Context: an optimization exercise on an open-source flow, tuned for small area and a short achievable clock period. The choices shown serve that exercise and are no tape-out recipe. Function was checked by simulation only, so behaviour that the tests miss may differ from the original. No activity file was given, so power comes from the tool's default toggle rates.

## cedar
Design data_mem_responder, start of the top module:
module data_mem_responder #(
    parameter int BITS       = 16,
    parameter int DEPTH_LOG2 = 8,
    parameter int WAIT       = 2
) (
    input  logic            clk,
    input  logic            rst,
    input  logic            req,
    input  logic            we,
    input  logic [15:0]     addr,
    input  logic [BITS-1:0] wdata,
    output logic [BITS-1:0] rdata,
    output logic            ack,
    output logic            busy,
    output logic            err
);
export LEC_CHECK = 0
export CAP_MARGIN = 20
export CORE_MARGIN = 2
export CORE_UTILIZATION = 60
export CTS_CLUSTER_DIAMETER = 100
export CTS_CLUSTER_SIZE = 25
export PLACE_DENSITY = 0.65
export SETUP_SLACK_MARGIN = 2.2
export SLEW_MARGIN = 20
create_clock -name core_clock -period 4.5 [get_ports {clk}]
run.sh (not shown) runs the stock make flow with config.mk's settings and CLKGATE_MAP_FILE= SYNTH_SCRIPT=/design/flow/synth_recipe.tcl, a recipe that flattens the netlist after the stock synthesis.
cedar: all stages complete, timing, DRC and antenna checks passed
--- input diff cedar..oak ---
--- a/flow/design.v
+++ b/flow/design.v
@@ -486,27 +486,24 @@
         w_tap = w_tap | ({BITS{r_rs[90]}} & ~m15_0);
         w_tap = w_tap | ({BITS{r_rs[91]}} & ~m15_3);
         w_tap = w_tap | ({BITS{r_rs[92]}} & m15_6);
         w_tap = w_tap | ({BITS{r_rs[93]}} & ~m15_9);
         w_tap = w_tap | ({BITS{r_rs[94]}} & m15_12);
         w_tap = w_tap | ({BITS{r_rs[95]}} & m15_14);
     end
-    logic [BITS-1:0] r_hold, r_rdata;
+    logic [BITS-1:0] r_hold, r_rdata, w_hkeep, w_rkeep;
     logic            r_hstale;
+    assign w_hkeep = {BITS{~r_rat}} & r_hold;
     always_ff @(posedge clk) begin
-        if (r_rat) begin
-            r_hold   <= w_tap;
-            r_hstale <= r_pv & r_same;
-        end
+        r_hold <= w_tap | w_hkeep;
+        if (r_rat) r_hstale <= r_pv & r_same;
     end
+    assign w_rkeep = r_ld3 ? ({BITS{~r_rat}} & (r_hstale ? r_pdata : r_hold)) : r_rdata;
     always_ff @(posedge clk) begin
-        if (rst) begin
-            r_rdata <= '0;
-        end else if (r_ld3) begin
-            r_rdata <= r_rat ? w_tap : (r_hstale ? r_pdata : r_hold);
-        end
+        if (rst) r_rdata <= '0;
+        else     r_rdata <= ({BITS{r_ld3}} & w_tap) | w_rkeep;
     end
     assign rdata = r_rdata;
     assign ack   = r_ack;
     assign busy  = r_busy;
     assign err   = r_err;
 endmodule
Notes after the runs:
In the metrics for cedar and oak, the one carrying the higher hold slack is cedar. oak vs cedar: synthesized net count down slightly. oak vs. cedar: non-filler instance count after layout dropped about 3%; weighted congestion at the end of routability-driven global placement increased by 0.040 relative to the old numbers; synthesized-area fraction occupied by adder cells did not really move; post-route clock period utilization climbed 0.18 points; final routed wire length divided by cell count went down about 3.5%. cedar has a higher fmax than oak. Power per cell area: oak vs cedar up about 3%. In terms of net switching fraction of the power, cedar and oak differ only marginally. Compared oak against cedar; xor-xnor portion of the synthesized cell area within noise. oak vs. cedar: worst setup slack after placement went up by 300 ps. Summary — sequential share of layout area, oak relative to cedar: higher, by 1.9 points. Between cedar and oak, the power figures differ only marginally. A startpoint of the worst setup timing path of r_rs[91] is what cedar shows, while r_rs[72] belongs to oak.

--- another note on this design; it stands on its own ---

## exp/cedar
## data_mem_responder
module data_mem_responder #(
    parameter int BITS       = 16,
    parameter int DEPTH_LOG2 = 8,
    parameter int WAIT       = 2
) (
    input  logic            clk,
    input  logic            rst,
    input  logic            req,
    input  logic            we,
    input  logic [15:0]     addr,
    input  logic [BITS-1:0] wdata,
    output logic [BITS-1:0] rdata,
    output logic            ack,
    output logic            busy,
    output logic            err
);
Size: about 8000 cells after synthesis, ~55 I/O pins, roughly 110000 um^2 of cells after synthesis.
make LEC_CHECK=0 CAP_MARGIN=20 CORE_MARGIN=2 CORE_UTILIZATION=60 CTS_CLUSTER_DIAMETER=100 CTS_CLUSTER_SIZE=25 PLACE_DENSITY=0.65 SETUP_SLACK_MARGIN=2.4 SLEW_MARGIN=20 finish   # period 4.5 ns
run.sh (not shown) runs the stock make flow with config.mk's settings and CLKGATE_MAP_FILE= SYNTH_SCRIPT=/design/flow/synth_recipe.tcl, a recipe that flattens the netlist after the stock synthesis.
Per the final summary, exp/cedar finished and its layout is clean on timing, DRC and antenna.
Here is what was changed in the inputs of exp/zinc compared with exp/cedar.
Settings: SETUP_SLACK_MARGIN now 2.5, was 2.4.
--- outcome ---
exp/zinc: flow completed, timing, DRC and antenna clean
When the final numbers for exp/cedar and exp/zinc were put side by side, the global routing met1 resource utilization turned out to be smaller in exp/zinc.
exp/zinc vs. exp/cedar: buffering overhead picked up an extra 1.0 points; via count lost about 2%; total global-route track usage lost 0.65 points.
exp/zinc reports a lower fraction of area in registers than exp/cedar does.

--- another note on this design; it stands on its own ---

==> branch quartz: inputs <==
// data_mem_responder
module data_mem_responder #(
    parameter int BITS       = 16,
    parameter int DEPTH_LOG2 = 8,
    parameter int WAIT       = 2
) (
    input  logic            clk,
    input  logic            rst,
    input  logic            req,
    input  logic            we,
    input  logic [15:0]     addr,
    input  logic [BITS-1:0] wdata,
    output logic [BITS-1:0] rdata,
    output logic            ack,
    output logic            busy,
    output logic            err
);
clock: 4.5 ns
lec_check: 0
cap_margin: 20
core_margin: 2
core_utilization: 60
cts_cluster_diameter: 100
cts_cluster_size: 25
place_density: 0.65
setup_slack_margin: 2.7
slew_margin: 20
run.sh (not shown) runs the stock make flow with config.mk's settings and CLKGATE_MAP_FILE= SYNTH_SCRIPT=/design/flow/synth_recipe.tcl, a recipe that flattens the netlist after the stock synthesis.
==> inputs of branch pepper, as changes to branch quartz <==
--- a/flow/config.mk
+++ b/flow/config.mk
@@ -13,3 +13,4 @@
 export PLACE_DENSITY = 0.65
-export SETUP_SLACK_MARGIN = 2.7
+export SETUP_SLACK_MARGIN = 2.2
 export SLEW_MARGIN = 20
+export TNS_END_PERCENT = 30
==> inputs of branch tundra, as changes to branch quartz <==
--- a/flow/config.mk
+++ b/flow/config.mk
@@ -13,3 +13,3 @@
 export PLACE_DENSITY = 0.65
-export SETUP_SLACK_MARGIN = 2.7
+export SETUP_SLACK_MARGIN = 1.95
 export SLEW_MARGIN = 20
==> flow_summary.html <==
<table>
<tr><th>Metric</th><th>Value</th></tr>
<tr><th colspan="2">Outcome</th></tr>
<tr><td>Outcome</td><td>no timing/DRC/antenna violations</td></tr>
<tr><th colspan="2">Worst setup path</th></tr>
<tr><td>Crit path launch</td><td>r_rs[43]$_DFF_P_</td></tr>
<tr><td>Setup slack of the worst register-to-register path</td><td>2.03 ns</td></tr>
<tr><td>Maximum fanout along the worst path</td><td>10</td></tr>
<tr><th colspan="2">Routing</th></tr>
<tr><td>Total number of vias</td><td>approximately 68k</td></tr>
<tr><td>Drt first pass iters</td><td>8</td></tr>
<tr><th colspan="2">Cells and area</th></tr>
<tr><td>Proportion of cell area occupied by multi-input gates</td><td>0.177</td></tr>
<tr><td>Post-route cell area</td><td>between 100000 and 150000 um2</td></tr>
<tr><th colspan="2">Power</th></tr>
<tr><td>Power dissipated in combinational cells</td><td>779 uW</td></tr>
</table>
[end of results for branch pepper]
==> flow_summary.html <==
<table>
<tr><th>Metric</th><th>Value</th></tr>
<tr><th colspan="2">Outcome</th></tr>
<tr><td>Outcome</td><td>complete, but fails checks</td></tr>
<tr><td>Layout check fault list</td><td>antenna violations</td></tr>
<tr><th colspan="2">Cells and area</th></tr>
<tr><td>Post-route cell area</td><td>approximately 130000 um2</td></tr>
<tr><th colspan="2">Power</th></tr>
<tr><td>Power dissipated in combinational cells</td><td>1.19 mW</td></tr>
<tr><th colspan="2">Routing</th></tr>
<tr><td>Total number of vias</td><td>about 70k</td></tr>
<tr><td>Post-DRT Antenna Nets</td><td>1</td></tr>
</table>
[end of results for branch quartz]
==> flow_summary.html <==
<table>
<tr><th>Metric</th><th>Value</th></tr>
<tr><th colspan="2">Outcome</th></tr>
<tr><td>Outcome</td><td>no timing/DRC/antenna violations</td></tr>
<tr><th colspan="2">Worst setup path</th></tr>
<tr><td>Maximum fanout along the worst path</td><td>9</td></tr>
<tr><td>Setup slack of the worst register-to-register path</td><td>1.83 ns</td></tr>
<tr><td>Crit path launch</td><td>r_rs[11]$_DFF_P_</td></tr>
</table>
[end of results for branch tundra]

## separate check: timing with driven ports
No port has a modelled driver above. Below, the same layouts with a new extraction and two added sets of constraints.
Step 1 sets driving cells, clkbuf_16 on the clock port and buf_2 on the other inputs (assumed; they add their load-dependent delay and slew).
Step 2 moves the port delays by t, midway between the first and last clock arrival at a register: inputs arrive t later, outputs are due t later. That takes back most of the time a late clock gives input paths.
Three values: no drivers, after step 1, after step 2; two values: the first two.
run | t (ns) | setup WS [ns] | worst data-port slew with drivers (ns)
cedar | 0.984 | 2.033 / 2.026 / 1.343 | 0.04
oak | 0.994 | 2.025 / 2.025 / 1.264 | 0.04
exp/cedar | 0.974 | 2.170 / 2.073 / 1.576 | 0.06
exp/zinc | 0.994 | 2.127 / 2.029 / 1.624 | 0.05
branch quartz | 0.984 | 2.171 / 2.075 / 1.735 | 0.03
branch pepper | 0.969 | 2.028 / 2.028 / 1.401 | 0.04
branch tundra | 0.974 | 1.826 / 1.826 / 1.179 | 0.04
For oak, which loses most, drivers alone change the setup slack by 0.000 ns; drivers and shift together by -0.761 ns.
